From an optimization exercise on the open Yosys and OpenROAD flow, aimed at small area, a short achievable clock period and few clock cycles per item; shortcuts taken in it are not production practice. Only simulation tests tie the RTL to the original design; equivalence was not proved. Power is estimated from default activity; no workload was simulated.

### design/flow/config.mk
export PLATFORM = sky130hd
export DESIGN_NAME = swept_aabb_first_contact_top
export DESIGN_NICKNAME = swept_aabb_first_contact_top
export VERILOG_FILES = /design/flow/design.v
export SDC_FILE = /design/flow/constraint.sdc
export NUM_CORES = 4
export LEC_CHECK = 0
export CAP_MARGIN = 20
export CORE_MARGIN = 2
export CORE_UTILIZATION = 55
export SETUP_SLACK_MARGIN = 3.5
export SLEW_MARGIN = 20
### design/flow/constraint.sdc
create_clock -name core_clock -period 7.0 [get_ports {clock}]
set_input_delay 1.4000 -clock core_clock [delete_from_list [all_inputs] [get_ports {clock}]]
set_output_delay 1.4000 -clock core_clock [all_outputs]
set_load 0.01 [all_outputs]
### design/flow/design.v
`default_nettype none
package sacf_pkg;
   localparam int PosWidth = 24;
   localparam int SizeWidth = 20;
   localparam int VelWidth = 21;
   localparam int DiffWidth = PosWidth + 2;
   localparam int MagWidth = VelWidth;
   localparam int RemWidth = MagWidth - 1;
   localparam int QuoWidth = 16;
   localparam int TimeWidth = QuoWidth + 1;
endpackage
`default_nettype wire
`default_nettype none
module sacf_setup_sel (
   input  wire logic                                  neg,
   input  wire logic signed [sacf_pkg::PosWidth-1:0]  pos_a,
   input  wire logic [sacf_pkg::SizeWidth-1:0]        size_a,
   input  wire logic signed [sacf_pkg::PosWidth-1:0]  pos_b,
   input  wire logic [sacf_pkg::SizeWidth-1:0]        size_b,
   output logic signed [sacf_pkg::PosWidth-1:0]       x,
   output logic signed [sacf_pkg::PosWidth-1:0]       y,
   output logic [sacf_pkg::SizeWidth-1:0]             w1,
   output logic [sacf_pkg::SizeWidth-1:0]             w2
);
   assign x = neg ? pos_a : pos_b;
   assign y = neg ? pos_b : pos_a;
   assign w1 = neg ? size_b : size_a;
   assign w2 = neg ? size_a : size_b;
endmodule
module sacf_setup (
   input  wire logic signed [sacf_pkg::VelWidth-1:0]  v,
   input  wire logic signed [sacf_pkg::PosWidth-1:0]  x,
   input  wire logic signed [sacf_pkg::PosWidth-1:0]  y,
   input  wire logic [sacf_pkg::SizeWidth-1:0]        w1,
   input  wire logic [sacf_pkg::SizeWidth-1:0]        w2,
   output logic signed [sacf_pkg::DiffWidth-1:0]      d_in,
   output logic signed [sacf_pkg::DiffWidth-1:0]      d_out,
   output logic [sacf_pkg::MagWidth-1:0]              nmag,
   output logic                                       still,
   output logic                                       fail
);
   localparam int DW = sacf_pkg::DiffWidth;
   localparam int SW = sacf_pkg::SizeWidth;
   logic [DW-1:0] xe, ny, nw1, pw2;
   logic [DW-1:0] si, ci, so, co;
   always_comb begin
      xe = {{(DW-sacf_pkg::PosWidth){x[sacf_pkg::PosWidth-1]}}, x};
      ny = ~{{(DW-sacf_pkg::PosWidth){y[sacf_pkg::PosWidth-1]}}, y};
      nw1 = ~{{(DW-SW){1'b0}}, w1};
      pw2 = {{(DW-SW){1'b0}}, w2};
      si = xe ^ ny ^ nw1;
      ci = (xe & ny) | (xe & nw1) | (ny & nw1);
      d_in = $signed(si - {~ci[DW-2:0], 1'b0});    
      so = xe ^ ny ^ pw2;
      co = (xe & ny) | (xe & pw2) | (ny & pw2);
      d_out = $signed(so + {co[DW-2:0], 1'b1});
      still = (v == '0);
      nmag = v[sacf_pkg::VelWidth-1] ? (v - 1'b1) : ~v;
      if (still) nmag[sacf_pkg::MagWidth-1] = 1'b0;
      fail = d_out[DW-1];
   end
endmodule
`default_nettype wire
`default_nettype none
module sacf_prep (
   input  wire logic signed [sacf_pkg::DiffWidth-1:0] d,
   input  wire logic [sacf_pkg::MagWidth-1:0]         nmag,
   input  wire logic                                  force_zero,
   input  wire logic                                  force_sat,
   output logic [sacf_pkg::RemWidth-1:0]              rem,
   output logic                                       sat,
   output logic                                       pos
);
   localparam int DW = sacf_pkg::DiffWidth;
   logic zero;
   logic big;
   always_comb begin
      pos = !d[DW-1] && (d != '0);
      zero = !force_sat && (force_zero || !pos);
      big = (d[DW-2:0] >= {{(DW-1-sacf_pkg::MagWidth){1'b0}}, ~nmag});
      sat = force_sat || (!zero && big);
      rem = (zero || sat) ? '0 : d[sacf_pkg::RemWidth-1:0];
   end
endmodule
`default_nettype wire
`default_nettype none
module sacf_div_step (
   input  wire logic [sacf_pkg::RemWidth-1:0] rem_in,
   input  wire logic [sacf_pkg::MagWidth-1:0] nmag,
   output logic                               q,
   output logic [sacf_pkg::RemWidth-1:0]      rem_out
);
   logic [sacf_pkg::MagWidth:0] t;
   always_comb begin
      t = {1'b0, rem_in, 1'b0} + {1'b1, nmag} + 1'b1;    
      q = !t[sacf_pkg::MagWidth];
      rem_out = q ? t[sacf_pkg::RemWidth-1:0] : {rem_in[sacf_pkg::RemWidth-2:0], 1'b0};
   end
endmodule
`default_nettype wire
`default_nettype none
module sacf_resolve (
   input  wire logic [5:0] st_in,
   input  wire logic [3:0] qb,
   output logic [5:0]      st_out,
   output logic            tin_bit
);
   logic gx, gy, lt1, gt1, lt2, gt2;
   always_comb begin
      {gx, gy, lt1, gt1, lt2, gt2} = st_in;
      tin_bit = gx ? qb[0] : (gy ? qb[2] : (qb[0] | qb[2]));
      st_out[5] = gx || (!gy && qb[0] && !qb[2]);
      st_out[4] = gy || (!gx && qb[2] && !qb[0]);
      st_out[3] = lt1 || (!gt1 && !tin_bit && qb[1]);
      st_out[2] = gt1 || (!lt1 && tin_bit && !qb[1]);
      st_out[1] = lt2 || (!gt2 && !tin_bit && qb[3]);
      st_out[0] = gt2 || (!lt2 && tin_bit && !qb[3]);
   end
endmodule
`default_nettype wire
`default_nettype none
module swept_aabb_first_contact_top (
   input  wire logic                                 clock,
   input  wire logic                                 reset,
   input  wire logic                                 req_valid,
   output logic                                      req_stall,
   input  wire logic signed [sacf_pkg::PosWidth-1:0] req_a_x,
   input  wire logic signed [sacf_pkg::PosWidth-1:0] req_a_y,
   input  wire logic [sacf_pkg::SizeWidth-1:0]       req_a_width,
   input  wire logic [sacf_pkg::SizeWidth-1:0]       req_a_height,
   input  wire logic signed [sacf_pkg::PosWidth-1:0] req_b_x,
   input  wire logic signed [sacf_pkg::PosWidth-1:0] req_b_y,
   input  wire logic [sacf_pkg::SizeWidth-1:0]       req_b_width,
   input  wire logic [sacf_pkg::SizeWidth-1:0]       req_b_height,
   input  wire logic signed [sacf_pkg::VelWidth-1:0] req_rel_vel_x,
   input  wire logic signed [sacf_pkg::VelWidth-1:0] req_rel_vel_y,
   input  wire logic                                 req_pair_blocked,
   output logic                                      rsp_valid,
   input  wire logic                                 rsp_stall,
   output logic                                      rsp_hit,
   output logic [sacf_pkg::TimeWidth-1:0]            rsp_hit_time,
   output logic                                      rsp_hit_axis
);
   localparam int PW = sacf_pkg::PosWidth;
   localparam int SW = sacf_pkg::SizeWidth;
   localparam int VW = sacf_pkg::VelWidth;
   localparam int DW = sacf_pkg::DiffWidth;
   localparam int MW = sacf_pkg::MagWidth;
   localparam int RW = sacf_pkg::RemWidth;
   localparam int QW = sacf_pkg::QuoWidth;
   localparam int StepsPerStage = 1;
   localparam int DivStages = QW / StepsPerStage;
   localparam int Latency = DivStages + 2;
   localparam int TmrW = 5;      
   localparam int ResW = QW + 2;    
   logic                accept;
   logic [Latency-1:0]  vld;        
   logic [Latency-1:0]  tok;        
   logic                res_valid;
   logic                res_tok;
   logic [ResW-1:0]     res;
   logic                out_valid;
   logic [ResW-1:0]     out_res;
   logic                skid_valid;
   logic [ResW-1:0]     skid_res;
   logic [TmrW-1:0]     tmr;        
   logic                stall_ff;
   logic                recirc;
   logic                enq;
   logic                out_load;
   logic                skid_valid_next;
   logic [TmrW-1:0]     tmr_next;
   logic                recirc_next;
   assign res_valid = vld[Latency-1];
   assign res_tok = tok[Latency-1];
   assign recirc = res_valid && (skid_valid || (tmr != '0));
   assign enq = res_valid && !recirc;
   assign out_load = !out_valid || !rsp_stall;
   assign accept = req_valid && !stall_ff;
   assign req_stall = stall_ff;
   always_comb begin
      if (out_load) begin
         skid_valid_next = 1'b0;
      end else begin
         skid_valid_next = skid_valid || enq;
      end
      if (tmr != '0) begin
         tmr_next = tmr - 1'b1;
      end else if (recirc) begin
         tmr_next = TmrW'(Latency - 1);
      end else begin
         tmr_next = '0;
      end
      recirc_next = vld[Latency-2] && (skid_valid_next || (tmr_next != '0));
   end
   always_ff @(posedge clock) begin
      if (reset) begin
         vld <= '0;
         tok <= '0;
         out_valid <= 1'b0;
         skid_valid <= 1'b0;
         tmr <= '0;
         stall_ff <= 1'b0;
      end else begin
         vld <= {vld[Latency-2:0], recirc || accept};
         tok <= {tok[Latency-2:0], recirc};
         if (out_load) begin
            out_valid <= skid_valid || enq;
         end
         skid_valid <= skid_valid_next;
         tmr <= tmr_next;
         stall_ff <= recirc || (|tok[Latency-3:0]) || recirc_next;
      end
   end
   always_ff @(posedge clock) begin
      if (out_load) begin
         out_res <= skid_valid ? skid_res : res;
      end
      if (!skid_valid) begin
         skid_res <= res;
      end
   end
   logic signed [PW-1:0] sel_x_x, sel_y_x, sel_x_y, sel_y_y;
   logic [SW-1:0]        sel_w1_x, sel_w2_x, sel_w1_y, sel_w2_y;
   sacf_setup_sel u_sel_x (
      .neg(req_rel_vel_x[VW-1]), .pos_a(req_a_x), .size_a(req_a_width), .pos_b(req_b_x),
      .size_b(req_b_width), .x(sel_x_x), .y(sel_y_x), .w1(sel_w1_x), .w2(sel_w2_x)
   );
   sacf_setup_sel u_sel_y (
      .neg(req_rel_vel_y[VW-1]), .pos_a(req_a_y), .size_a(req_a_height), .pos_b(req_b_y),
      .size_b(req_b_height), .x(sel_x_y), .y(sel_y_y), .w1(sel_w1_y), .w2(sel_w2_y)
   );
   logic signed [PW-1:0] in_xx, in_yx, in_xy, in_yy;
   logic [SW-1:0]        in_w1x, in_w2x, in_w1y, in_w2y;
   logic signed [VW-1:0] in_vx, in_vy;
   logic                 in_blk;
   always_ff @(posedge clock) begin
      in_xx <= sel_x_x;
      in_yx <= sel_y_x;
      in_xy <= sel_x_y;
      in_yy <= sel_y_y;
      in_w1x <= sel_w1_x;
      in_w2x <= sel_w2_x;
      in_w1y <= sel_w1_y;
      in_w2y <= sel_w2_y;
      in_vx <= recirc ? VW'(res) : req_rel_vel_x;
      in_vy <= req_rel_vel_y;
      in_blk <= req_pair_blocked;
   end
   logic signed [DW-1:0] su_din_x, su_dout_x, su_din_y, su_dout_y;
   logic [MW-1:0]        su_mag_x, su_mag_y;
   logic                 su_still_x, su_still_y, su_fail_x, su_fail_y;
   sacf_setup u_setup_x (
      .v(in_vx), .x(in_xx), .y(in_yx), .w1(in_w1x), .w2(in_w2x),
      .d_in(su_din_x), .d_out(su_dout_x), .nmag(su_mag_x), .still(su_still_x), .fail(su_fail_x)
   );
   sacf_setup u_setup_y (
      .v(in_vy), .x(in_xy), .y(in_yy), .w1(in_w1y), .w2(in_w2y),
      .d_in(su_din_y), .d_out(su_dout_y), .nmag(su_mag_y), .still(su_still_y), .fail(su_fail_y)
   );
   logic signed [DW-1:0] s1_din_x, s1_dout_x, s1_din_y, s1_dout_y;
   logic [MW-1:0]        s1_mag_x, s1_mag_y;
   logic                 s1_still_x, s1_still_y, s1_fail;
   always_ff @(posedge clock) begin
      s1_din_x <= su_din_x;
      s1_dout_x <= su_dout_x;
      s1_din_y <= su_din_y;
      s1_dout_y <= su_dout_y;
      s1_mag_x <= su_mag_x;
      s1_mag_y <= su_mag_y;
      s1_still_x <= su_still_x;
      s1_still_y <= su_still_y;
      s1_fail <= in_blk || su_fail_x || su_fail_y;
   end
   logic [4*RW-1:0] pr_rem;
   logic [3:0]      pr_sat;
   logic [3:0]      pr_pos;
   logic [5:0]      pr_st;
   logic            pr_tin;
   sacf_prep u_prep_0 (.d(s1_din_x), .nmag(s1_mag_x), .force_zero(s1_still_x), .force_sat(1'b0),
                       .rem(pr_rem[0*RW +: RW]), .sat(pr_sat[0]), .pos(pr_pos[0]));
   sacf_prep u_prep_1 (.d(s1_dout_x), .nmag(s1_mag_x), .force_zero(1'b0), .force_sat(s1_still_x),
                       .rem(pr_rem[1*RW +: RW]), .sat(pr_sat[1]), .pos(pr_pos[1]));
   sacf_prep u_prep_2 (.d(s1_din_y), .nmag(s1_mag_y), .force_zero(s1_still_y), .force_sat(1'b0),
                       .rem(pr_rem[2*RW +: RW]), .sat(pr_sat[2]), .pos(pr_pos[2]));
   sacf_prep u_prep_3 (.d(s1_dout_y), .nmag(s1_mag_y), .force_zero(1'b0), .force_sat(s1_still_y),
                       .rem(pr_rem[3*RW +: RW]), .sat(pr_sat[3]), .pos(pr_pos[3]));
   sacf_resolve u_res_top (.st_in(6'b0), .qb(pr_sat), .st_out(pr_st), .tin_bit(pr_tin));
   logic [DivStages*4*RW-1:0] p_rem;
   logic [DivStages*2*MW-1:0] p_mag;
   logic [DivStages*6-1:0]    p_st;
   logic [DivStages*QW-1:0]   p_tin;
   logic [DivStages-1:0]      p_fail;
   always_ff @(posedge clock) begin
      p_rem[0 +: 4*RW] <= pr_rem;
      p_mag[0 +: 2*MW] <= {s1_mag_y, s1_mag_x};
      p_st[0 +: 6] <= pr_st;
      p_fail[0] <= s1_fail || (s1_still_x && pr_pos[0]) || (s1_still_y && pr_pos[2]);
   end
   assign p_tin[0 +: QW] = '0;
   logic [5:0]    fin_st;
   logic [QW-1:0] fin_tin;
   logic          fin_fail;
   for (genvar k = 0; k < DivStages; k++) begin : g_div
      logic [RW-1:0] rem [0:StepsPerStage][0:3];
      logic [5:0]    st [0:StepsPerStage];
      logic [QW-1:0] tin [0:StepsPerStage];
      logic [3:0]    qb [0:StepsPerStage-1];
      for (genvar l = 0; l < 4; l++) begin : g_lane_in
         assign rem[0][l] = p_rem[(k*4+l)*RW +: RW];
      end
      assign st[0] = p_st[k*6 +: 6];
      assign tin[0] = p_tin[k*QW +: QW];
      for (genvar j = 0; j < StepsPerStage; j++) begin : g_step
         for (genvar l = 0; l < 4; l++) begin : g_lane
            sacf_div_step u_step (
               .rem_in(rem[j][l]),
               .nmag(p_mag[(k*2+l/2)*MW +: MW]),
               .q(qb[j][l]),
               .rem_out(rem[j+1][l])
            );
         end
         logic tb;
         sacf_resolve u_res (.st_in(st[j]), .qb(qb[j]), .st_out(st[j+1]), .tin_bit(tb));
         assign tin[j+1] = {tin[j][QW-2:0], tb};
      end
      if (k < DivStages - 1) begin : g_reg
         always_ff @(posedge clock) begin
            for (int l = 0; l < 4; l++) begin
               p_rem[((k+1)*4+l)*RW +: RW] <= rem[StepsPerStage][l];
            end
            p_mag[(k+1)*2*MW +: 2*MW] <= p_mag[k*2*MW +: 2*MW];
            p_st[(k+1)*6 +: 6] <= st[StepsPerStage];
            p_tin[(k+1)*QW +: QW] <= tin[StepsPerStage];
            p_fail[k+1] <= p_fail[k];
         end
      end else begin : g_last
         assign fin_st = st[StepsPerStage];
         assign fin_tin = tin[StepsPerStage];
         assign fin_fail = p_fail[k];
      end
   end
   logic fin_hit;
   assign fin_hit = !fin_fail && fin_st[3] && fin_st[1];
   assign res = res_tok ? ~p_mag[(DivStages-1)*2*MW +: ResW]
                        : {fin_hit, fin_hit ? fin_tin : QW'(0), fin_hit && fin_st[4]};
   assign rsp_valid = out_valid;
   assign rsp_hit = out_res[ResW-1];
   assign rsp_hit_time = {1'b0, out_res[1 +: QW]};
   assign rsp_hit_axis = out_res[0];
endmodule
`default_nettype wire
### design/flow/run.sh
#!/bin/bash
# synth_recipe.tcl (not shown) runs the flow's synth.tcl, then flattens the netlist and writes it again
# the make line also repeats each setting of config.mk as NAME=value (left out here)
make -C /OpenROAD-flow-scripts/flow DESIGN_CONFIG=/design/flow/config.mk WORK_HOME=/design/flow/orfs CLKGATE_MAP_FILE= SYNTH_SCRIPT=/design/flow/synth_recipe.tcl finish
==> flow_summary.json, run 1 <==
{
  "detail_route.first_pass.iterations": 9,
  "grt_pass1_wl_mm": 553,
  "async_reset_ff_share_pct": 0,
  "ctsHoldBuffers": 0,
  "syn_nets": 16058,
  "final_layout_size_suffix_gt1_share_pct": 10.1,
  "num_rows": 180,
  "netlist_area_um2": 132000,
  "wl_per_cell_um": 19.6,
  "final_area_um2": 152000,
  "grt_pass1_vias": 105197,
  "drtIter0Drc": 5992,
  "dp_slack_ns": 2.83,
  "worstReg2RegEnd": "p_rem[239]",
  "final_core_utilization_pct": 63.4,
  "cts-root-buf": "clkbuf_16",
  "synth-simple-area-share_pct": 12.9,
  "dp_hpwl_mm": 273,
  "fill_cells": 19682,
  "hp-start": "g_div[13].tin[0][3]",
  "max-cap-violations": 0,
  "port_buffers": 242,
  "ys_warn_count": 117,
  "synth_top_area_share_pct": 39.5,
  "nNetsFinal": 16540,
  "ys.flop_type": "dfxtp_1",
  "startpoint_type": "flop",
  "rsz0062_at_grt": "true",
  "post_synth_num_cell_types": 90,
  "crit_type": "flop to flop",
  "vias_per_cell": 5.74,
  "dp.cells": 17439,
  "mostFrequentLayoutCell": "dfxtp_1",
  "power_leakage_nw": 67.0,
  "grt_max_degree": 90,
  "rr_startpoint": "p_mag[67]",
  "fmax_ghz": 0.286,
  "cts_tree": "done",
  "fin_cells": 18102,
  "cts.sinks": 2632,
  "startpoint": "p_mag[67]",
  "post-route-period-util_pct": 49.9,
  "ff2ff_setup_slack_ns": 3.51,
  "initial_utilization_pct": 55.2,
  "clk_pin_slew_worst_paths_ns": 0.06,
  "ys_seq_elements": 2632,
  "synth-edff-count": 18,
  "synth_xor_area_share_pct": 6.55,
  "setup_viol": 0,
  "drc": 0,
  "area_delta_synth_final_pct": 14.8,
  "cts_buffers": 305,
  "total_power_mw": 73.4,
  "slowest_stage": "dfxtp_4",
  "synthAdderAreaFrac_pct": 16.1,
  "synth_top_area_cell": "dfxtp_1",
  "wl_mm": 354,
  "synth_compound_area_share_pct": 18.2,
  "vias": 103885,
  "min_to": "g_div[14].tin[0][4]",
  "grt-ovfl-total": 0,
  "io_pins": 244,
  "clk_latency_ns": 0.94,
  "htree_levels": 5,
  "gp_congestion": 0.944,
  "slew-limit-headroom_pct": 29.0,
  "crit_arrival_ns": 4.33,
  "dpl_cell_area_um2": 139000,
  "drv_slew": 0,
  "synth_area_leaders": "dfxtp_1 40%, ha_1 14%, o21ai_0 4.3%",
  "die_h_um": 495,
  "tns_ns": 0,
  "crit_chain": "ha_4 > a21o_1 > a21oi_4 > o22ai_4 > o31a_1 > a41oi_2 > o31ai_4 > o41a_1 > a21o_1 > a21oi_4 > bufbuf_16 > mux2_2",
  "finalHoldViolCount": 0,
  "synth_top_family_by_area": "compound AO/OA/AOI/OAI gates",
  "path_max_fanout": 5,
  "mostFrequentLayoutCells": "2566 x dfxtp_1, 1444 x ha_1, 1275 x nand2_1",
  "max_stage_delay_ns": 0.37,
  "hold-path-cell-count": 0,
  "postRouteAntennaNets": 0,
  "outcome": "finished clean",
  "gr-usage-all-layers_pct": 28.1,
  "power.density_nw_per_um2": 483,
  "fin_skew_ns": 0.0598,
  "core-area_um2": 240000,
  "tightest_slew_ns": 1.06,
  "worst_hold_slack_ns": 0.308,
  "antenna_found_initial": 18,
  "dieArea_um2": 245000,
  "layout_setup_ws_ns": 3.51,
  "max-vdd-ir-drop_v": 0.000221,
  "cp-end-kind": "flop",
  "synthMuxAreaShare_pct": 3.44,
  "cts_buffer_depth": 4,
  "r2r_cells": 12,
  "hold_path.class": "flop to flop",
  "dieWidth_um": 495,
  "syn_inst": 14214,
  "min_period_ns": 3.49,
  "critPathRequiredTime_ns": 7.84,
  "syn_area_per_cell_um2": 9.31,
  "synth_sequential_area_ratio_pct": 40.0
}
logic make-up after synthesis:
kind of cell | after synthesis
compound gates | 3901
xor+xnor | 990
fa+ha+maj | 1621
buf+inv | 985
flops | 2632
mux | 405
other cells | 1
simple gates | 3679
final cells by class:
type | instances | area, um2 | area share [%]
flip-flops and latches | 2632 | 52900 | 34.8
inverters | 717 | 2690 | 1.77
clock buffers | 421 | 8620 | 5.67
well taps | 3185 | 3990 | 2.62
diodes | 13 | 32.5 | 0.0214
clock inverters | 94 | 1180 | 0.774
repair buffers | 426 | 4440 | 2.92
multi-input cells | 10614 | 78100 | 51.4
repair_timing:
item,CTS,global route
setup buffers,49,58
cloned,17,8
resized for setup,244,297
pin swaps,65,91
endpoints found under the setup margin,631,626
per-layer routing:
metal	global-route usage, %	part of all wire (%)	vias to the layer above	routed length [um]
li1	-	-	51391	-
met1	32.1	41	49142	144000
met2	50.8	50	2501	177000
met3	3.57	4.1	843	14600
met4	14.7	5.4	8	19300
met5	0	0.015	-	52
power by group:
| part | leakage, nW | switching (mW) | internal [mW] | total (mW) |
|---|---|---|---|---|
| Sequential | 22.0 | 3.44 | 19.6 | 23.1 |
| Clock | 4.80 | 6.21 | 9.40 | 15.6 |
| Combinational | 40.2 | 19.7 | 15.1 | 34.7 |
registers in the layout, indices dropped and copies added, names as in the netlist, 21 cells and up:
signal,count
g_div.tin,120
in_vx,21
in_vy,21
in_xx,24
in_xy,24
in_yx,24
in_yy,24
p_mag,672
p_rem,1280
p_st,96
s1_din_x,26
s1_din_y,26
s1_dout_x,26
s1_dout_y,26
s1_mag_x,21
s1_mag_y,21
critical path: cells and delay by family, from the launching register on:
family / cells / cell delay (ns)
adder cells (fa/ha/maj): 1 / 0.26
AO/OA/AOI/OAI: 9 / 2.05
multiplexers: 1 / 0.36
flip-flops: 1 / 0.37
buffers and inverters: 1 / 0.33
cells in the mapped netlist (168+ instances only):
| library cell | n |
|---|---|
| dfxtp_1 | 2614 |
| ha_1 | 1477 |
| nand2_1 | 1276 |
| o21ai_0 | 1141 |
| a21oi_1 | 1124 |
| nor2_1 | 984 |
| inv_1 | 716 |
| xnor2_1 | 495 |
| xor2_1 | 495 |
| mux2_2 | 381 |
| a21o_1 | 334 |
| nor3_1 | 232 |
| nand2b_1 | 224 |
| nor2b_1 | 204 |
| clkbuf_1 | 195 |
| nand3_1 | 195 |
| o21a_1 | 185 |
| o31ai_1 | 168 |
how the worst max path moves through the flow:
stage	end	slack (ns)	cells after the start
2_1_floorplan	s1_dout_y[24]	3.51	14
3_5_place_dp	in_vx[17]	2.83	12
3_3_place_gp	in_vx[17]	2.61	12
6_report	p_rem[239]	3.51	12
5_1_grt	s1_dout_y[24]	3.40	15
4_1_cts	p_rem[975]	3.37	10
Testbench counts, summed over its fixed seeds: cycles 12,152, items 12,000.
==> run 2, diff against run 1 <==
--- a/design/flow/design.v
+++ b/design/flow/design.v
@@ -151,5 +151,5 @@
    localparam int StepsPerStage = 1;
    localparam int DivStages = QW / StepsPerStage;
-   localparam int Latency = DivStages + 2;
+   localparam int Latency = DivStages + 3;
    localparam int TmrW = 5;      
    localparam int ResW = QW + 2;    
@@ -343,6 +343,8 @@
    logic fin_hit;
    assign fin_hit = !fin_fail && fin_st[3] && fin_st[1];
-   assign res = res_tok ? ~p_mag[(DivStages-1)*2*MW +: ResW]
-                        : {fin_hit, fin_hit ? fin_tin : QW'(0), fin_hit && fin_st[4]};
+   always_ff @(posedge clock) begin
+      res <= tok[Latency-2] ? ~p_mag[(DivStages-1)*2*MW +: ResW]
+                            : {fin_hit, fin_hit ? fin_tin : QW'(0), fin_hit && fin_st[4]};
+   end
    assign rsp_valid = out_valid;
    assign rsp_hit = out_res[ResW-1];
--- a/design/flow/config.mk
+++ b/design/flow/config.mk
@@ -9,4 +9,4 @@
 export CORE_MARGIN = 2
 export CORE_UTILIZATION = 55
-export SETUP_SLACK_MARGIN = 3.5
+export SETUP_SLACK_MARGIN = 4.0
 export SLEW_MARGIN = 20
==> run 2 against run 1 <==
Non-clock buffer count increased by 321. Largest power group unchanged. Critical path type unchanged. Count of clock-buffer cells in the layout is 21 lower. Die area grew 0.95%. Still clean on timing, DRC and antenna.
==> flow_summary.json, run 2 <==
{
  "outcome": "finished clean",
  "min_period_ns": 3.20,
  "power_leakage_nw": 70.1,
  "path_max_fanout": 4,
  "die_h_um": 497,
  "mostFrequentLayoutCells": "2451 x dfxtp_1, 1331 x ha_1, 1170 x a21oi_1",
  "ctsHoldBuffers": 0,
  "cp_num_buf_inv": 2,
  "slew-limit-headroom_pct": 17.5,
  "startpoint": "in_yx[0]",
  "grt-ovfl-total": 0,
  "syn_area_per_cell_um2": 9.55,
  "ys_warn_count": 117,
  "drv_slew": 0,
  "ff2ff_setup_slack_ns": 3.80,
  "dpl_cell_area_um2": 140000,
  "max-cap-violations": 0,
  "rr_startpoint": "in_yx[0]",
  "worst_hold_slack_ns": 0.307,
  "synth_area_leaders": "dfxtp_1 39%, ha_1 14%, a21oi_1 4.8%",
  "clk_latency_ns": 0.94,
  "synth_sequential_area_ratio_pct": 39.9,
  "ys.flop_type": "dfxtp_1",
  "nNetsFinal": 16652,
  "crit_chain": "inv_2 > fa_2 > inv_2 > fa_2 > nor2b_4 > o21ai_2 > a21oi_2 > o41ai_4 > or4b_4 > a21oi_4 > a211oi_4 > a21oi_2 > xnor2_1",
  "gp_congestion": 0.934,
  "final_area_um2": 162000,
  "area_delta_synth_final_pct": 21.4,
  "total_power_mw": 83.7,
  "tightest_slew_ns": 1.24,
  "initial_utilization_pct": 55.4,
  "mostFrequentLayoutCell": "dfxtp_1",
  "synth-edff-count": 18,
  "drc": 0,
  "crit_end": "s1_dout_x[24]",
  "startpoint_type": "flop",
  "max-vdd-ir-drop_v": 0.000276,
  "clk_pin_slew_worst_paths_ns": 0.06,
  "ys_seq_elements": 2651,
  "postRouteAntennaNets": 0,
  "htree_levels": 5,
  "io_pins": 244,
  "num_rows": 180,
  "setup_viol": 0,
  "vias_per_cell": 5.85,
  "largest_register_ffs": 1280,
  "cts_buffer_depth": 4,
  "dp_hpwl_mm": 278,
  "gr-usage-all-layers_pct": 28.9,
  "core-area_um2": 241000,
  "slowest_stage": "fa_2",
  "cts.sinks": 2651,
  "tns_ns": 0,
  "async_reset_ff_share_pct": 0,
  "syn_nets": 15837,
  "vias": 106534,
  "cts_buffers": 303,
  "netlist_area_um2": 134000,
  "final_layout_size_suffix_gt1_share_pct": 18.6,
  "detail_route.first_pass.iterations": 5,
  "dieWidth_um": 497,
  "cts_tree": "done",
  "port_buffers": 242,
  "cp-end-kind": "flop",
  "hold_path.class": "flop to flop",
  "crit_cells": 13,
  "r2r_cells": 13,
  "wl_mm": 382,
  "rsz0062_at_grt": "true",
  "crit_family": "compound AO/OA/AOI/OAI gates",
  "synth_top_area_cell": "dfxtp_1",
  "post-route-period-util_pct": 45.7,
  "dieArea_um2": 247000,
  "cts-root-buf": "clkbuf_16",
  "max_stage_delay_ns": 0.56,
  "drtIter0Drc": 5853,
  "fin_skew_ns": 0.0570,
  "worstReg2RegEnd": "s1_dout_x[24]",
  "grt_pass1_wl_mm": 577,
  "yosysMostFrequentCell": "dfxtp_1",
  "crit_type": "flop to flop",
  "crit_arrival_ns": 4.04,
  "fill_cells": 18613,
  "power.density_nw_per_um2": 516,
  "critPathRequiredTime_ns": 7.84,
  "grt_max_degree": 90,
  "synth_top_area_share_pct": 39.5,
  "finalHoldViolCount": 0,
  "fmax_ghz": 0.312,
  "syn_inst": 13993,
  "post_synth_num_cell_types": 95,
  "largest-register": "p_rem",
  "grt_pass1_vias": 107172,
  "synth_common_cells": "2633 x dfxtp_1, 1477 x ha_1, 1286 x a21oi_1, 1035 x nor2_1, 907 x o21ai_0",
  "wl_per_cell_um": 21.0,
  "antenna_found_initial": 12
}
## run 2: cell count changes after synthesis, moves of 22 or more
cell / change
o2bb2ai_1: +25
o21a_1: +45
a31oi_1: -45
o21ai_0: -234
mux2_2: +165
clkbuf_1: -47
inv_1: -78
xnor2_1: +39
buf_2: +22
nand2b_1: -35
nand2_1: -393
o31ai_1: -55
a21oi_1: +162
nor2_1: +51
## run 2: kinds of logic (layout without fill, tap and decap cells)
kind of cell    Yosys count  count (layout)  synth area share [%]
compound gates         3902            3918                  18.2
xor+xnor               1045            1045                  6.85
fa+ha+maj              1621            1621                  16.0
buf+inv                 892            1902                  2.62
flops                  2651            2651                  39.9
mux                     566             566                  4.76
other cells               1              17               0.00281
simple gates           3315            3315                  11.7
## run 2: worst reg2reg max path, delay by kind of cell (launching register included)
family	cells	cell delay (ns)
buffers and inverters	2	0.09
adders and majority gates	2	0.92
AOI/OAI and AO/OA	6	0.97
and+or+nand+nor	2	0.65
DFF	1	0.33
xor gates and xnor gates	1	0.15
## run 2: area by class of cell
cell class	instances	area (um2)	area share [%]
tap	3185	3990	2.46
clock buffer	400	8650	5.33
antenna	16	40.0	0.0247
clock inverter	116	1400	0.861
multi-input combinational	10466	84100	51.8
inverter	639	2410	1.49
timing repair buffer	747	8060	4.97
sequential	2651	53600	33.0
## run 2: power by group
group / leakage (nW) / total [mW] / internal [mW] / switching [mW]
combinational: 42.8 / 44.0 / 20.5 / 23.5
sequential: 22.2 / 23.8 / 20.0 / 3.73
clock: 4.97 / 16.0 / 9.69 / 6.28
## run 2: per-layer routing
layer / vias up / share of wire [%] / global-route usage, %
li1: 51729 / - / -
met4: 0 / 6.0 / 15.5
met1: 51316 / 40 / 33.3
met2: 2529 / 50 / 52.2
met3: 960 / 3.9 / 3.17
met5: - / 0 / 0
## run 2: timing repair
action,4_1_cts,5_1_grt
buffers inserted,191,195
gates resized for setup,1116,771
pin swaps,289,374
endpoints found under the setup margin,1389,988
gates cloned,37,33
## run 2: worst min path at each step
| stage | endpoint | cells past startpoint | slack [ns] | start |
|---|---|---|---|---|
| finish | g_div[15].tin[0][12] | 0 | 0.31 | g_div[14].tin[0][11] |
| CTS | g_div[15].tin[0][12] | 0 | 0.31 | g_div[14].tin[0][11] |
| floorplan | g_div[10].tin[0][1] | 0 | 0.31 | g_div[9].tin[0][0] |
| global route | g_div[15].tin[0][12] | 0 | 0.31 | g_div[14].tin[0][11] |
| detailed placement | g_div[11].tin[0][6] | 0 | 0.31 | g_div[10].tin[0][5] |
| global placement | g_div[10].tin[0][5] | 0 | 0.31 | g_div[9].tin[0][4] |
## run 2: per-stage QoR
step	worst slack, ns	cells	utilization, %
CTS	3.79	17976	65.0
finish	3.80	18220	67.3
global route	3.70	18215	67.3
detailed placement	2.65	17232	58.0
global placement	2.61	17232	58.0
floorplan	3.98	13993	-
Testbench counts of run 2, summed over its fixed seeds: cycles 12,160, items 12,000.
==> run 3, diff against run 2 <==
--- a/design/flow/config.mk
+++ b/design/flow/config.mk
@@ -6,4 +6,5 @@
 export NUM_CORES = 4
 export LEC_CHECK = 0
+export ABC_AREA = 1
 export CAP_MARGIN = 20
 export CORE_MARGIN = 2
==> run 3 against run 2 <==
First-iteration DRC count up 66%. Via count up 21%. Count of clock-buffer cells in the layout down 42. Critical path depth down 12. Still clean on timing, DRC and antenna. Register-to-register slack better by 0.27 ns. Highest routed layer is now met5. Die area up 11%. Clock power about the same. Worst hold slack better by 0.012 ns. Sequential cell count unchanged. Combinational power down 7.5%. Sequential share of layout area down 0.46 points. Critical endpoint is now rsp_hit_time[13].
==> flow_summary.json, run 3 <==
{
  "synth-edff-count": 18,
  "tns_ns": 0,
  "syn_inst": 19355,
  "max-cap-violations": 0,
  "synth_top_area_cell": "dfxtp_1",
  "synth_sequential_area_ratio_pct": 36.0,
  "wl_per_cell_um": 19.5,
  "die_h_um": 523,
  "setup_viol": 0,
  "max-vdd-ir-drop_v": 0.000250,
  "ys_seq_elements": 2651,
  "cts_tree": "done",
  "fmax_ghz": 0.341,
  "worst_hold_slack_ns": 0.319,
  "tightest_slew_ns": 0.934,
  "ctsHoldBuffers": 0,
  "grt_pass1_vias": 121614,
  "drc": 0,
  "async_reset_ff_share_pct": 0,
  "finalHoldViolCount": 0,
  "crit_cells": 1,
  "initial_utilization_pct": 55.3,
  "num_rows": 190,
  "dp.cells": 22882,
  "ff2ff_setup_slack_ns": 4.07,
  "power.switching_mw": 36.8,
  "fin_cells": 23416,
  "pwr-share-clk_pct": 20.0,
  "rr_startpoint": "p_mag[501]",
  "gp_congestion": 0.982,
  "startpoint": "out_res[14]",
  "vias_per_cell": 5.53,
  "power.density_nw_per_um2": 495,
  "layout_setup_ws_ns": 4.07,
  "synth_area_leaders": "dfxtp_1 36%, ha_1 12%, nand2_1 11%",
  "ys.flop_type": "dfxtp_1",
  "mostFrequentLayoutCells": "4183 x nand2_1, 2629 x dfxtp_1, 1875 x inv_1",
  "nNetsFinal": 21473,
  "clk_pin_slew_worst_paths_ns": 0.06,
  "final_layout_size_suffix_gt1_share_pct": 4.66,
  "postRouteAntennaNets": 0,
  "rsz0062_at_grt": "true",
  "cp_num_buf_inv": 1,
  "gr-usage-all-layers_pct": 32.3,
  "startpoint_type": "flop",
  "grt_max_degree": 117,
  "wl_mm": 457,
  "dp_hpwl_mm": 371,
  "wl_met1_mm": 211,
  "clk_latency_ns": 0.92,
  "cts-root-buf": "clkbuf_16",
  "crit_type": "flop to output pin",
  "netlist_area_um2": 148000,
  "port_buffers": 242,
  "wl_met2_mm": 206,
  "cts.sinks": 2651,
  "wl_met3_mm": 25.8,
  "final_core_utilization_pct": 61.1,
  "syn_area_per_cell_um2": 7.65,
  "vias": 129386,
  "combPwrFrac_pct": 50.3,
  "grt_pass1_wl_mm": 693,
  "dpl_cell_area_um2": 153000,
  "largest-register": "p_rem",
  "core-area_um2": 268000,
  "detail_route.first_pass.iterations": 6,
  "drtIter0Drc": 9706,
  "slew-limit-headroom_pct": 37.8,
  "p_sw_share_pct": 45.5,
  "ys_warn_count": 117,
  "post-route-period-util_pct": 41.9,
  "power_leakage_nw": 77.6,
  "synth_top_area_share_pct": 35.6,
  "total_power_mw": 80.9,
  "worstReg2RegEnd": "p_rem[1006]",
  "yosysMostFrequentCell": "nand2_1",
  "crit_family": "flip-flops",
  "cts_buffer_depth": 4,
  "dieWidth_um": 523,
  "slowest_stage": "edfxtp_1",
  "outcome": "finished clean",
  "area_delta_synth_final_pct": 10.5,
  "crit_chain": "clkdlybuf4s15_2",
  "final_area_um2": 163000,
  "post_synth_num_cell_types": 59,
  "critPathRequiredTime_ns": 5.60,
  "fin_skew_ns": 0.0449,
  "r2r_cells": 8,
  "cp-end-kind": "output pin",
  "synth_common_cells": "4186 x nand2_1, 2633 x dfxtp_1, 1883 x inv_1, 1739 x nor2_1, 1681 x a21oi_1",
  "min_period_ns": 2.93,
  "max_stage_delay_ns": 0.37,
  "crit_arrival_ns": 1.53,
  "hold_path.class": "flop to flop",
  "antenna_found_initial": 9,
  "dieArea_um2": 273000,
  "internal-power_mw": 44.1,
  "htree_levels": 5,
  "grt-ovfl-total": 0,
  "io_pins": 244,
  "drv_slew": 0,
  "mostFrequentLayoutCell": "nand2_1",
  "cts_buffers": 289,
  "path_max_fanout": 1,
  "largest_register_ffs": 1280,
  "syn_nets": 21199,
  "crit_end": "rsp_hit_time[13]",
  "highest_layer": "met5",
  "dp_slack_ns": 3.69,
  "sequentialPowerShare_pct": 29.7
}
==> run 3: cells by family after synthesis <==
| logic type | count (synthesis) | share of synthesized area [%] |
|---|---|---|
| flip-flops | 2651 | 36.0 |
| AO/OA/AOI/OAI | 4187 | 15.9 |
| XOR/XNOR | 934 | 5.53 |
| other | 1 | 0.00253 |
| buffers and inverters | 2224 | 6.18 |
| adder cells (fa/ha/maj) | 1621 | 14.4 |
| AND/OR/NAND/NOR | 7737 | 21.9 |
==> run 3: worst min path at each step <==
stage                         from              endpoint  cells after the start
6_report                p_fail[13]            p_fail[14]                      0
5_1_grt        g_div[12].tin[0][1]   g_div[13].tin[0][2]                      0
4_1_cts                  p_fail[2]             p_fail[3]                      0
3_5_place_dp    g_div[9].tin[0][4]   g_div[10].tin[0][5]                      0
3_3_place_gp   g_div[11].tin[0][9]  g_div[12].tin[0][10]                      0
2_1_floorplan   g_div[9].tin[0][0]   g_div[10].tin[0][1]                      0
==> run 3: final cells by class <==
cell class              instances  area (um2)
repair buffers                261        2530
repair inverters                7        52.6
clock buffers                 358        7990
flip-flops and latches       2651       53300
clock inverters               164        2170
well taps                    3552        4440
inverters                    1939        7340
diodes                          4        10.0
fillers                     24868      104000
multi-input cells           14480       85700
==> run 3: layer usage <==
layer  vias up  GRT usage [%]
met2      3690           52.7
met3       704           3.70
met4         4           9.66
met1     59303           44.7
met5         -              0
li1      65685              -
==> run 3: power by group through the flow <==
stage	Combinational, mW	Sequential (mW)	Clock (mW)
2_1_floorplan	30.9	22.0	0
3_3_place_gp	39.6	24.3	0
3_5_place_dp	39.7	24.2	0
4_1_cts	40.1	23.9	16.4
5_1_grt	45.6	24.3	17.0
6_report	40.7	24.0	16.2
==> run 3: repair_timing <==
item                                    in CTS  in global routing
buffers inserted                             0                  1
endpoints found under the setup margin     104                232
resized for setup                           73                 54
gates cloned                                 5                  2
pin swaps                                    0                  3
==> run 4, diff against run 3 <==
--- a/design/flow/design.v
+++ b/design/flow/design.v
@@ -91,10 +91,148 @@
    output logic [sacf_pkg::RemWidth-1:0]      rem_out
 );
-   logic [sacf_pkg::MagWidth:0] t;
-   always_comb begin
-      t = {1'b0, rem_in, 1'b0} + {1'b1, nmag} + 1'b1;    
-      q = !t[sacf_pkg::MagWidth];
-      rem_out = q ? t[sacf_pkg::RemWidth-1:0] : {rem_in[sacf_pkg::RemWidth-2:0], 1'b0};
-   end
+   logic [20:0] a;
+   logic [20:0] pb;    
+   logic [20:0] t;
+   assign a = {rem_in, 1'b0};
+   assign pb = a ^ nmag;
+   wire g0_0 = 1'b1;
+   wire p0_0 = 1'b0;
+   wire g1_0 = a[0] & nmag[0];
+   wire p1_0 = pb[0];
+   wire g2_0 = a[1] & nmag[1];
+   wire p2_0 = pb[1];
+   wire g3_0 = a[2] & nmag[2];
+   wire p3_0 = pb[2];
+   wire g4_0 = a[3] & nmag[3];
+   wire p4_0 = pb[3];
+   wire g5_0 = a[4] & nmag[4];
+   wire p5_0 = pb[4];
+   wire g6_0 = a[5] & nmag[5];
+   wire p6_0 = pb[5];
+   wire g7_0 = a[6] & nmag[6];
+   wire p7_0 = pb[6];
+   wire g8_0 = a[7] & nmag[7];
+   wire p8_0 = pb[7];
+   wire g9_0 = a[8] & nmag[8];
+   wire p9_0 = pb[8];
+   wire g10_0 = a[9] & nmag[9];
+   wire p10_0 = pb[9];
+   wire g11_0 = a[10] & nmag[10];
+   wire p11_0 = pb[10];
+   wire g12_0 = a[11] & nmag[11];
+   wire p12_0 = pb[11];
+   wire g13_0 = a[12] & nmag[12];
+   wire p13_0 = pb[12];
+   wire g14_0 = a[13] & nmag[13];
+   wire p14_0 = pb[13];
+   wire g15_0 = a[14] & nmag[14];
+   wire p15_0 = pb[14];
+   wire g16_0 = a[15] & nmag[15];
+   wire p16_0 = pb[15];
+   wire g17_0 = a[16] & nmag[16];
+   wire p17_0 = pb[16];
+   wire g18_0 = a[17] & nmag[17];
+   wire p18_0 = pb[17];
+   wire g19_0 = a[18] & nmag[18];
+   wire p19_0 = pb[18];
+   wire g20_0 = a[19] & nmag[19];
+   wire p20_0 = pb[19];
+   wire g21_0 = a[20] & nmag[20];
+   wire p21_0 = pb[20];
+   wire g1_1 = g1_0 | (p1_0 & g0_0);
+   wire p1_1 = p1_0 & p0_0;
+   wire g3_1 = g3_0 | (p3_0 & g2_0);
+   wire p3_1 = p3_0 & p2_0;
+   wire g5_1 = g5_0 | (p5_0 & g4_0);
+   wire p5_1 = p5_0 & p4_0;
+   wire g7_1 = g7_0 | (p7_0 & g6_0);
+   wire p7_1 = p7_0 & p6_0;
+   wire g9_1 = g9_0 | (p9_0 & g8_0);
+   wire p9_1 = p9_0 & p8_0;
+   wire g11_1 = g11_0 | (p11_0 & g10_0);
+   wire p11_1 = p11_0 & p10_0;
+   wire g13_1 = g13_0 | (p13_0 & g12_0);
+   wire p13_1 = p13_0 & p12_0;
+   wire g15_1 = g15_0 | (p15_0 & g14_0);
+   wire p15_1 = p15_0 & p14_0;
+   wire g17_1 = g17_0 | (p17_0 & g16_0);
+   wire p17_1 = p17_0 & p16_0;
+   wire g19_1 = g19_0 | (p19_0 & g18_0);
+   wire p19_1 = p19_0 & p18_0;
+   wire g21_1 = g21_0 | (p21_0 & g20_0);
+   wire p21_1 = p21_0 & p20_0;
+   wire g3_2 = g3_1 | (p3_1 & g1_1);
+   wire p3_2 = p3_1 & p1_1;
+   wire g7_2 = g7_1 | (p7_1 & g5_1);
+   wire p7_2 = p7_1 & p5_1;
+   wire g11_2 = g11_1 | (p11_1 & g9_1);
+   wire p11_2 = p11_1 & p9_1;
+   wire g15_2 = g15_1 | (p15_1 & g13_1);
+   wire p15_2 = p15_1 & p13_1;
+   wire g19_2 = g19_1 | (p19_1 & g17_1);
+   wire p19_2 = p19_1 & p17_1;
+   wire g7_3 = g7_2 | (p7_2 & g3_2);
+   wire p7_3 = p7_2 & p3_2;
+   wire g15_3 = g15_2 | (p15_2 & g11_2);
+   wire p15_3 = p15_2 & p11_2;
+   wire g15_4 = g15_3 | (p15_3 & g7_3);
+   wire p15_4 = p15_3 & p7_3;
+   wire g11_3 = g11_2 | (p11_2 & g7_3);
+   wire p11_3 = p11_2 & p7_3;
+   wire g19_3 = g19_2 | (p19_2 & g15_4);
+   wire p19_3 = p19_2 & p15_4;
+   wire g5_2 = g5_1 | (p5_1 & g3_2);
+   wire p5_2 = p5_1 & p3_2;
+   wire g9_2 = g9_1 | (p9_1 & g7_3);
+   wire p9_2 = p9_1 & p7_3;
+   wire g13_2 = g13_1 | (p13_1 & g11_3);
+   wire p13_2 = p13_1 & p11_3;
+   wire g17_2 = g17_1 | (p17_1 & g15_4);
+   wire p17_2 = p17_1 & p15_4;
+   wire g21_2 = g21_1 | (p21_1 & g19_3);
+   wire p21_2 = p21_1 & p19_3;
+   wire g2_1 = g2_0 | (p2_0 & g1_1);
+   wire p2_1 = p2_0 & p1_1;
+   wire g4_1 = g4_0 | (p4_0 & g3_2);
+   wire p4_1 = p4_0 & p3_2;
+   wire g6_1 = g6_0 | (p6_0 & g5_2);
+   wire p6_1 = p6_0 & p5_2;
+   wire g8_1 = g8_0 | (p8_0 & g7_3);
+   wire p8_1 = p8_0 & p7_3;
+   wire g10_1 = g10_0 | (p10_0 & g9_2);
+   wire p10_1 = p10_0 & p9_2;
+   wire g12_1 = g12_0 | (p12_0 & g11_3);
+   wire p12_1 = p12_0 & p11_3;
+   wire g14_1 = g14_0 | (p14_0 & g13_2);
+   wire p14_1 = p14_0 & p13_2;
+   wire g16_1 = g16_0 | (p16_0 & g15_4);
+   wire p16_1 = p16_0 & p15_4;
+   wire g18_1 = g18_0 | (p18_0 & g17_2);
+   wire p18_1 = p18_0 & p17_2;
+   wire g20_1 = g20_0 | (p20_0 & g19_3);
+   wire p20_1 = p20_0 & p19_3;
+   assign t[0] = pb[0] ^ g0_0;
+   assign t[1] = pb[1] ^ g1_1;
+   assign t[2] = pb[2] ^ g2_1;
+   assign t[3] = pb[3] ^ g3_2;
+   assign t[4] = pb[4] ^ g4_1;
+   assign t[5] = pb[5] ^ g5_2;
+   assign t[6] = pb[6] ^ g6_1;
+   assign t[7] = pb[7] ^ g7_3;
+   assign t[8] = pb[8] ^ g8_1;
+   assign t[9] = pb[9] ^ g9_2;
+   assign t[10] = pb[10] ^ g10_1;
+   assign t[11] = pb[11] ^ g11_3;
+   assign t[12] = pb[12] ^ g12_1;
+   assign t[13] = pb[13] ^ g13_2;
+   assign t[14] = pb[14] ^ g14_1;
+   assign t[15] = pb[15] ^ g15_4;
+   assign t[16] = pb[16] ^ g16_1;
+   assign t[17] = pb[17] ^ g17_2;
+   assign t[18] = pb[18] ^ g18_1;
+   assign t[19] = pb[19] ^ g19_3;
+   assign t[20] = pb[20] ^ g20_1;
+   assign q = g21_2;
+   assign rem_out = q ? t[sacf_pkg::RemWidth-1:0] : a[sacf_pkg::RemWidth-1:0];
 endmodule
 `default_nettype wire
--- a/design/flow/config.mk
+++ b/design/flow/config.mk
@@ -10,4 +10,6 @@
 export CORE_MARGIN = 2
 export CORE_UTILIZATION = 55
+export CTS_CLUSTER_DIAMETER = 80
+export CTS_CLUSTER_SIZE = 25
 export SETUP_SLACK_MARGIN = 4.0
 export SLEW_MARGIN = 20
==> run 4 against run 3 <==
Still clean on timing, DRC and antenna. Count of clock-buffer cells in the layout down 197. Sequential share of layout area is 5.1 points higher. Critical path depth did not move. Cell count fell by 25%. Worst hold slack got worse by 0.022 ns. Global-route usage down 8.3 points. Register-to-register slack better by 0.09 ns. Routed wire length shrank 36%. Non-clock buffer count fell by 9. Core utilization shrank 1.7 points. Largest cell class unchanged. Largest power group unchanged.
==> flow_summary.json, run 4 <==
{
  "initial_utilization_pct": 55.3,
  "max-vdd-ir-drop_v": 0.000238,
  "hp-start": "g_div[2].tin[0][1]",
  "synth-edff-count": 18,
  "multi_input_area_um2": 71500,
  "cp-end-kind": "output pin",
  "gr-usage-all-layers_pct": 24.0,
  "wl_per_cell_um": 16.6,
  "io_pins": 244,
  "finalHoldViolCount": 0,
  "area_delta_synth_final_pct": 7.35,
  "mostFrequentLayoutCells": "3456 x nand2_1, 2628 x dfxtp_1, 1474 x ha_1",
  "core-area_um2": 238000,
  "fill_cells": 20638,
  "post_synth_num_cell_types": 59,
  "ctsHoldBuffers": 0,
  "dieWidth_um": 493,
  "power_leakage_nw": 66.9,
  "synth_area_leaders": "dfxtp_1 40%, ha_1 14%, nand2_1 9.9%",
  "tns_ns": 0,
  "vias": 90348,
  "final_core_utilization_pct": 59.4,
  "syn_area_per_cell_um2": 9.37,
  "vias_per_cell": 5.16,
  "grt_max_degree": 98,
  "crit_arrival_ns": 1.52,
  "critPathRequiredTime_ns": 5.60,
  "syn_inst": 14065,
  "max-cap-violations": 0,
  "synth_top_area_cell": "dfxtp_1",
  "dp.cells": 17231,
  "async_reset_ff_share_pct": 0,
  "dieArea_um2": 244000,
  "rr_startpoint": "in_xy[2]",
  "max_stage_delay_ns": 0.39,
  "ff_latch_area_um2": 53300,
  "grt_pass1_vias": 93102,
  "nNetsFinal": 16543,
  "synth_sequential_area_ratio_pct": 40.4,
  "r2r_cells": 16,
  "rsz0062_at_grt": "true",
  "cts_tree": "done",
  "slowest_stage": "edfxtp_1",
  "crit_chain": "dlygate4sd2_1",
  "antenna_found_initial": 7,
  "cts.sinks": 2651,
  "grt_pass1_wl_mm": 479,
  "outcome": "finished clean",
  "fin_skew_ns": 0.0396,
  "drc": 0,
  "grt-ovfl-total": 0,
  "worst_hold_slack_ns": 0.297,
  "final_layout_size_suffix_gt1_share_pct": 8.02,
  "ys_seq_elements": 2651,
  "slew-limit-headroom_pct": 34.5,
  "num_rows": 179,
  "post-route-period-util_pct": 41.7,
  "wl_mm": 290,
  "cts_buffers": 148,
  "syn_nets": 16389,
  "ys_warn_count": 116,
  "drtIter0Drc": 3983,
  "min_period_ns": 2.92,
  "path_max_fanout": 1,
  "detail_route.first_pass.iterations": 7,
  "cts_buffer_depth": 3,
  "startpoint_type": "flop",
  "cts-root-buf": "clkbuf_16",
  "die_h_um": 493,
  "ff2ff_setup_slack_ns": 4.16,
  "yosysMostFrequentCell": "nand2_1",
  "fin_cells": 17496,
  "clk_latency_ns": 0.83,
  "worstReg2RegEnd": "s1_dout_y[21]",
  "gp_congestion": 0.901,
  "crit_type": "flop to output pin",
  "drv_slew": 0,
  "fmax_ghz": 0.343,
  "crit_family": "flip-flops",
  "hold-path-cell-count": 0,
  "power.density_nw_per_um2": 444,
  "cp_num_buf_inv": 1,
  "netlist_area_um2": 132000,
  "dp_hpwl_mm": 238,
  "clk_pin_slew_worst_paths_ns": 0.09,
  "mostFrequentLayoutCell": "nand2_1",
  "synth_common_cells": "3463 x nand2_1, 2633 x dfxtp_1, 1477 x ha_1, 1232 x inv_1, 779 x a21oi_1",
  "postRouteAntennaNets": 0,
  "setup_viol": 0,
  "min_to": "g_div[3].tin[0][2]",
  "ys.flop_type": "dfxtp_1",
  "htree_levels": 4,
  "largest_register_ffs": 1280,
  "largest-register": "p_rem",
  "tightest_slew_ns": 0.980,
  "hold_path.class": "flop to flop",
  "synth_top_area_share_pct": 40.0,
  "port_buffers": 242
}
## run 4: logic make-up (layout without fill, tap and decap cells)
family,after synthesis,in the layout,synth area share [%]
AOI/OAI and AO/OA,2140,2140,10.1
xor gates and xnor gates,728,728,4.84
adders and majority gates,2101,2101,23.5
buffers and inverters,1547,1808,5.43
DFF,2651,2651,40.4
other,1,4,0.00285
and+or+nand+nor,4897,4897,15.7
## run 4: worst max path at each step
stage	from	to	slack, ns	depth (start not counted)
finish	out_res[5]	rsp_hit_time[4]	4.08	1
global route	in_w2y[1]	s1_dout_y[21]	3.99	16
CTS	out_res[12]	rsp_hit_time[11]	3.98	1
detailed placement	rsp_stall	stall_ff	3.82	7
global placement	in_xy[2]	s1_dout_y[21]	3.85	15
floorplan	in_xy[2]	s1_dout_y[21]	4.32	15
## run 4: final cells by class
type	count	area share, %
repair buffers	252	1.75
clock buffers	161	2.73
clock inverters	96	0.957
well taps	3167	2.80
multi-input cells	9867	50.6
flip-flops and latches	2651	37.6
diodes	3	0.00531
inverters	1299	3.55
## run 4: routing by layer
| metal | track usage (%) | share of wire, % | vias up |
|---|---|---|---|
| met5 | 0 | 0.0079 | - |
| met4 | 5.84 | 2.3 | 4 |
| met3 | 2.25 | 2.6 | 390 |
| met2 | 44.1 | 51 | 1077 |
| met1 | 30.1 | 44 | 42718 |
| li1 | - | - | 46159 |
## run 4: through the flow
stage | instance area (um2) | setup WS, ns | power, mW
2_1_floorplan | 132000 | 4.32 | 46.0
3_3_place_gp | 136000 | 3.85 | 51.9
3_5_place_dp | 136000 | 3.82 | 53.0
4_1_cts | 141000 | 3.98 | 63.4
5_1_grt | 141000 | 3.99 | 68.5
6_report | 141000 | 4.08 | 62.8
## run 4: what timing repair did
item / in CTS / in global routing
endpoints found under the setup margin: 31 / 275
pin swaps: 0 / 5
buffers inserted: 0 / 5
gates resized for setup: 28 / 92
## run 4: power breakdown
| part | internal [mW] | switching (mW) | total (mW) |
|---|---|---|---|
| registers | 19.7 | 3.59 | 23.2 |
| clock network | 4.94 | 5.39 | 10.3 |
| logic | 11.6 | 17.7 | 29.3 |
| total | 36.2 | 26.6 | 62.8 |
Testbench counts of run 4, summed over its fixed seeds: cycles 12,160, items 12,000.
==> run 5, diff against run 4 <==
--- a/design/flow/config.mk
+++ b/design/flow/config.mk
@@ -12,4 +12,4 @@
 export CTS_CLUSTER_DIAMETER = 80
 export CTS_CLUSTER_SIZE = 25
-export SETUP_SLACK_MARGIN = 4.0
+export SETUP_SLACK_MARGIN = 4.3
 export SLEW_MARGIN = 20
==> run 5 against run 4 <==
Count of clock-buffer cells in the layout is the same. Largest cell class unchanged. Fmax grew 4.6%. Critical endpoint is now rsp_hit_time[11]. Sequential cell count is the same. Critical path type unchanged. Sequential power about the same. Still clean. Critical path depth stayed put. Highest routed layer unchanged. Synthesized cell count is the same. Setup slack better by 0.13 ns. Global-route usage grew 0.15 points.
==> flow_summary.json, run 5 <==
{
  "dieWidth_um": 493,
  "final_area_um2": 144000,
  "grt_pass1_wl_mm": 481,
  "rsz0062_at_grt": "true",
  "postRouteAntennaNets": 0,
  "synth-edff-count": 18,
  "clk_latency_ns": 0.83,
  "grt_max_degree": 98,
  "mostFrequentLayoutCell": "nand2_1",
  "synth_sequential_area_ratio_pct": 40.4,
  "startpoint_type": "flop",
  "wl_met3_mm": 7.82,
  "synthMuxAreaShare_pct": 0,
  "yosysMostFrequentCell": "nand2_1",
  "cts_buffer_depth": 3,
  "final_layout_size_suffix_gt1_share_pct": 11.0,
  "finalHoldViolCount": 0,
  "drv_slew": 0,
  "crit_family": "flip-flops",
  "ys.flop_type": "dfxtp_1",
  "post_synth_num_cell_types": 59,
  "slew-limit-headroom_pct": 44.6,
  "grt_pass1_vias": 93382,
  "core-area_um2": 238000,
  "cts_buffers": 148,
  "path_max_fanout": 1,
  "synth_common_cells": "3463 x nand2_1, 2633 x dfxtp_1, 1477 x ha_1, 1232 x inv_1, 779 x a21oi_1",
  "sequentialPowerShare_pct": 36.2,
  "power_leakage_nw": 67.6,
  "syn_nets": 16389,
  "critPathRequiredTime_ns": 5.60,
  "ys_warn_count": 116,
  "synth-simple-area-share_pct": 15.7,
  "area_delta_synth_final_pct": 9.54,
  "tns_ns": 0,
  "dieArea_um2": 244000,
  "max-vdd-ir-drop_v": 0.000239,
  "cts-root-buf": "clkbuf_16",
  "wl_met1_mm": 129,
  "tightest_slew_ns": 0.830,
  "post-route-period-util_pct": 39.8,
  "dp_slack_ns": 3.82,
  "cts.sinks": 2651,
  "power.switching_mw": 27.4,
  "synth_compound_area_share_pct": 10.1,
  "async_reset_ff_share_pct": 0,
  "vias_per_cell": 5.18,
  "synth_xor_area_share_pct": 4.84,
  "htree_levels": 4,
  "max-cap-violations": 0,
  "drc": 0,
  "dp_hpwl_mm": 238,
  "vias": 91053,
  "cp-end-kind": "output pin",
  "min_period_ns": 2.79,
  "detail_route.first_pass.iterations": 8,
  "combPwrFrac_pct": 47.8,
  "dpl_cell_area_um2": 136000,
  "synth_top_area_share_pct": 40.0,
  "synth_area_leaders": "dfxtp_1 40%, ha_1 14%, nand2_1 9.9%",
  "mostFrequentLayoutCells": "3395 x nand2_1, 2559 x dfxtp_1, 1391 x ha_1",
  "crit_chain": "buf_2",
  "crit_type": "flop to output pin",
  "hold_path.class": "flop to flop",
  "ys_seq_elements": 2651,
  "wl_met2_mm": 151,
  "crit_arrival_ns": 1.39,
  "synthAdderAreaFrac_pct": 23.5,
  "wl_mm": 296,
  "netlist_area_um2": 132000,
  "antenna_found_initial": 6,
  "power.density_nw_per_um2": 446,
  "port_buffers": 242,
  "pwr-share-clk_pct": 16.0,
  "outcome": "finished clean",
  "io_pins": 244,
  "slowest_stage": "edfxtp_1",
  "nNetsFinal": 16626,
  "grt-ovfl-total": 0,
  "drtIter0Drc": 4180,
  "fin_skew_ns": 0.0390,
  "syn_inst": 14065,
  "cts_tree": "done",
  "max_stage_delay_ns": 0.40,
  "setup_viol": 0,
  "internal-power_mw": 37.0,
  "synth_top_family_by_area": "adder cells",
  "clk_pin_slew_worst_paths_ns": 0.09,
  "syn_area_per_cell_um2": 9.37,
  "fmax_ghz": 0.359,
  "synth_top_area_cell": "dfxtp_1",
  "gp_congestion": 0.901,
  "cp_num_buf_inv": 1,
  "p_sw_share_pct": 42.5,
  "gr-usage-all-layers_pct": 24.2,
  "wl_per_cell_um": 16.8,
  "die_h_um": 493,
  "highest_layer": "met5",
  "num_rows": 179,
  "largest_register_ffs": 1280,
  "initial_utilization_pct": 55.3,
  "largest-register": "p_rem",
  "ctsHoldBuffers": 0,
  "layout_setup_ws_ns": 4.21
}
[run 5: cell count changes in the layout (fill, tap and decap cells not counted), sizes merged]
cell / change
buf: +95
clkdlybuf4s15: -4
clkinv: +6
diode: +2
dlygate4sd2: -16
inv: -1
nand2: +2
nand4: +1
[run 5: power by group through the flow]
| stage | clock network (mW) | registers (mW) | logic [mW] |
|---|---|---|---|
| 6_report | 10.3 | 23.3 | 30.8 |
| 5_1_grt | 11.1 | 23.8 | 35.1 |
| 4_1_cts | 10.6 | 23.3 | 30.0 |
| 3_5_place_dp | 0 | 23.7 | 29.4 |
| 3_3_place_gp | 0 | 23.6 | 28.3 |
| 2_1_floorplan | 0 | 22.2 | 23.8 |
[run 5: repair_timing]
item,4_1_cts,5_1_grt
pin swaps,29,80
setup endpoints to repair,656,1092
cloned,4,4
resized for setup,253,439
setup buffers,19,61
[run 5: cells by family after synthesis]
| family | Yosys count |
|---|---|
| buf+inv | 1547 |
| flops | 2651 |
| fa+ha+maj | 2101 |
| simple gates | 4897 |
| compound gates | 2140 |
| other cells | 1 |
| xor+xnor | 728 |
[run 5: worst paths after layout]
kind | start | endpoint | slack (ns) | depth (start not counted)
max reg2reg | in_w2y[2] | s1_dout_y[21] | 4.31 | 15
min reg2reg | g_div[2].tin[0][1] | g_div[3].tin[0][2] | 0.30 | 0
max | out_res[12] | rsp_hit_time[11] | 4.21 | 1
min | g_div[2].tin[0][1] | g_div[3].tin[0][2] | 0.30 | 0
[run 5: layer usage]
metal,up-vias,track usage (%)
met4,4,6.08
met1,43135,30.3
li1,46388,-
met5,-,0
met3,376,2.25
met2,1150,44.4
[run 5: layout make-up]
type	instances	area, um2
tap	3167	3960
inverter	1299	5330
clock inverter	96	1350
multi-input combinational	9870	73400
timing repair buffer	327	3020
fill	20328	93700
antenna	5	12.5
clock buffer	161	3850
timing repair inverter	5	55.1
sequential	2651	53400
[run 5: stage by stage]
stage               utilization [%]  power (mW)  cells  hold slack, ns
floorplan                         -        46.0  14065           0.310
global placement               57.1        51.9  17231           0.310
detailed placement             57.1        53.0  17231           0.312
CTS                            59.6        63.9  17511           0.308
global route                   60.6        70.1  17577           0.307
finish                         60.6        64.4  17581           0.298
==> run 6, diff against run 5 <==
--- a/design/flow/design.v
+++ b/design/flow/design.v
@@ -300,4 +300,5 @@
    logic                out_valid;
    logic [ResW-1:0]     out_res;
+   logic [ResW-1:0]     out_hold;
    logic                skid_valid;
    logic [ResW-1:0]     skid_res;
@@ -352,6 +353,7 @@
    end
    always_ff @(posedge clock) begin
-      if (out_load) begin
-         out_res <= skid_valid ? skid_res : res;
+      out_res <= out_load ? (skid_valid ? skid_res : res) : out_hold;
+      if (out_load && (skid_valid || res_valid)) begin
+         out_hold <= skid_valid ? skid_res : res;
       end
       if (!skid_valid) begin
--- a/design/flow/config.mk
+++ b/design/flow/config.mk
@@ -12,4 +12,4 @@
 export CTS_CLUSTER_DIAMETER = 80
 export CTS_CLUSTER_SIZE = 25
-export SETUP_SLACK_MARGIN = 4.3
+export SETUP_SLACK_MARGIN = 4.4
 export SLEW_MARGIN = 20
==> run 6 against run 5 <==
Largest power group unchanged. Final area up 2.2%. Clock power down 5%. Worst hold slack better by 0.026 ns. Via count up 1.3%. Combinational power up 19%. Die area up 0.49%. Global-route usage down 0.29 points. Total power up 10%. Clock skew down 0.013 ns. Synthesized cell count up 0.73%.
==> flow_summary.json, run 6 <==
{
  "outcome": "finished clean",
  "synth-edff-count": 18,
  "fmax_ghz": 0.374,
  "startpoint_type": "flop",
  "synth_top_area_share_pct": 40.1,
  "port_buffers": 242,
  "vias_per_cell": 5.18,
  "syn_area_per_cell_um2": 9.35,
  "crit_type": "flop to output pin",
  "grt_pass1_vias": 92590,
  "grt-ovfl-total": 0,
  "crit_end": "req_stall",
  "wl_per_cell_um": 16.9,
  "cts_buffer_depth": 3,
  "rsz0062_at_grt": "true",
  "grt_pass1_wl_mm": 477,
  "r2r_cells": 11,
  "drv_slew": 0,
  "nNetsFinal": 16809,
  "core-area_um2": 240000,
  "final_core_utilization_pct": 61.5,
  "ys_seq_elements": 2669,
  "ff2ff_setup_slack_ns": 4.38,
  "largest_register_ffs": 1280,
  "synth_sequential_area_ratio_pct": 40.5,
  "ys.flop_type": "dfxtp_1",
  "power_leakage_nw": 67.8,
  "cp-end-kind": "output pin",
  "syn_nets": 16491,
  "setup_viol": 0,
  "total_power_mw": 70.9,
  "clk_latency_ns": 0.82,
  "cts.sinks": 2669,
  "synth_common_cells": "3528 x nand2_1, 2651 x dfxtp_1, 1477 x ha_1, 1197 x inv_1, 777 x a21oi_1",
  "yosysMostFrequentCell": "nand2_1",
  "rr_startpoint": "in_yx[14]",
  "cts_buffers": 148,
  "grt_max_degree": 121,
  "final_layout_size_suffix_gt1_share_pct": 13.9,
  "dp_hpwl_mm": 239,
  "slew-limit-headroom_pct": 35.2,
  "dieWidth_um": 495,
  "synth_top_area_cell": "dfxtp_1",
  "tightest_slew_ns": 0.972,
  "dp_slack_ns": 3.18,
  "fill_cells": 20454,
  "crit_arrival_ns": 1.27,
  "detail_route.first_pass.iterations": 6,
  "ctsHoldBuffers": 0,
  "postRouteAntennaNets": 0,
  "fin_skew_ns": 0.0258,
  "max-vdd-ir-drop_v": 0.000269,
  "area_delta_synth_final_pct": 11.4,
  "max_stage_delay_ns": 0.34,
  "power.density_nw_per_um2": 480,
  "crit_chain": "buf_6",
  "path_max_fanout": 2,
  "max-cap-violations": 0,
  "mostFrequentLayoutCells": "3374 x nand2_1, 2519 x dfxtp_1, 1371 x ha_1",
  "drtIter0Drc": 3847,
  "vias": 92204,
  "layout_setup_ws_ns": 4.33,
  "wl_mm": 301,
  "startpoint": "stall_ff",
  "crit_cells": 1,
  "ys_warn_count": 116,
  "cts-root-buf": "clkbuf_16",
  "crit_family": "flip-flops",
  "htree_levels": 4,
  "gr-usage-all-layers_pct": 23.9,
  "min_period_ns": 2.67
}
[run 6: cell type report]
type                    instances  area share (%)
flip-flops and latches       2669            36.5
clock inverters                85           0.648
multi-input cells            9988            51.2
clock buffers                 170            2.67
inverters                    1265            3.62
repair inverters               19           0.129
well taps                    3185            2.70
diodes                          9          0.0153
repair buffers                394            2.55
[run 6: cell families (layout without fill, tap and decap cells)]
logic type	after synthesis	count (layout)	share of synthesized area [%]
flops	2669	2669	40.5
simple gates	5027	5033	16.0
buf+inv	1516	1933	5.30
compound gates	2127	2127	10.0
fa+ha+maj	2101	2101	23.4
xor+xnor	726	726	4.80
other cells	1	10	0.00283
[run 6: metrics by stage]
stage          hold WS [ns]  cell area, um2  std cells
2_1_floorplan         0.310          132000      14167
4_1_cts               0.329          143000      17638
5_1_grt               0.328          148000      17777
6_report              0.323          148000      17784
3_5_place_dp          0.312          137000      17348
3_3_place_gp          0.310          137000      17348
[run 6: worst min path at each step]
stage	slack [ns]	end	cells after the start	start
6_report	0.32	g_div[15].tin[0][14]	0	g_div[14].tin[0][13]
3_5_place_dp	0.31	g_div[13].tin[0][6]	0	g_div[12].tin[0][5]
2_1_floorplan	0.31	g_div[10].tin[0][1]	0	g_div[9].tin[0][0]
4_1_cts	0.33	g_div[15].tin[0][14]	0	g_div[14].tin[0][13]
5_1_grt	0.33	g_div[12].tin[0][7]	0	g_div[11].tin[0][6]
3_3_place_gp	0.31	p_fail[10]	0	p_fail[9]
[run 6: layer usage]
| metal | up-vias | share of wire, % | track usage, % | wire length, um |
|---|---|---|---|---|
| li1 | 46934 | - | - | - |
| met1 | 43553 | 43 | 29.5 | 129000 |
| met2 | 1245 | 51 | 43.9 | 154000 |
| met3 | 466 | 2.8 | 2.52 | 8460 |
| met4 | 6 | 3.1 | 6.41 | 9480 |
| met5 | - | 0.014 | 0 | 41 |
[run 6: power by group]
group / internal, mW / switching, mW
Clock: 4.36 / 5.43
Sequential: 20.4 / 4.04
Combinational: 15.0 / 21.7
[run 6: repair_timing]
action                                  4_1_cts  5_1_grt
pin swaps                                    70      187
endpoints found under the setup margin     1197     1325
resized for setup                           448      755
gates cloned                                  3       22
setup buffers                                32      115
Testbench counts of run 6, summed over its fixed seeds: cycles 12,160, items 12,000.

Check on run 6: ideal ports give 4.329 ns setup slack; a clkbuf_16 on the clock port and buf_2 on the inputs give 4.231 ns; moving port delays by the midpoint clock arrival (0.907 ns) as well gives 3.725 ns.
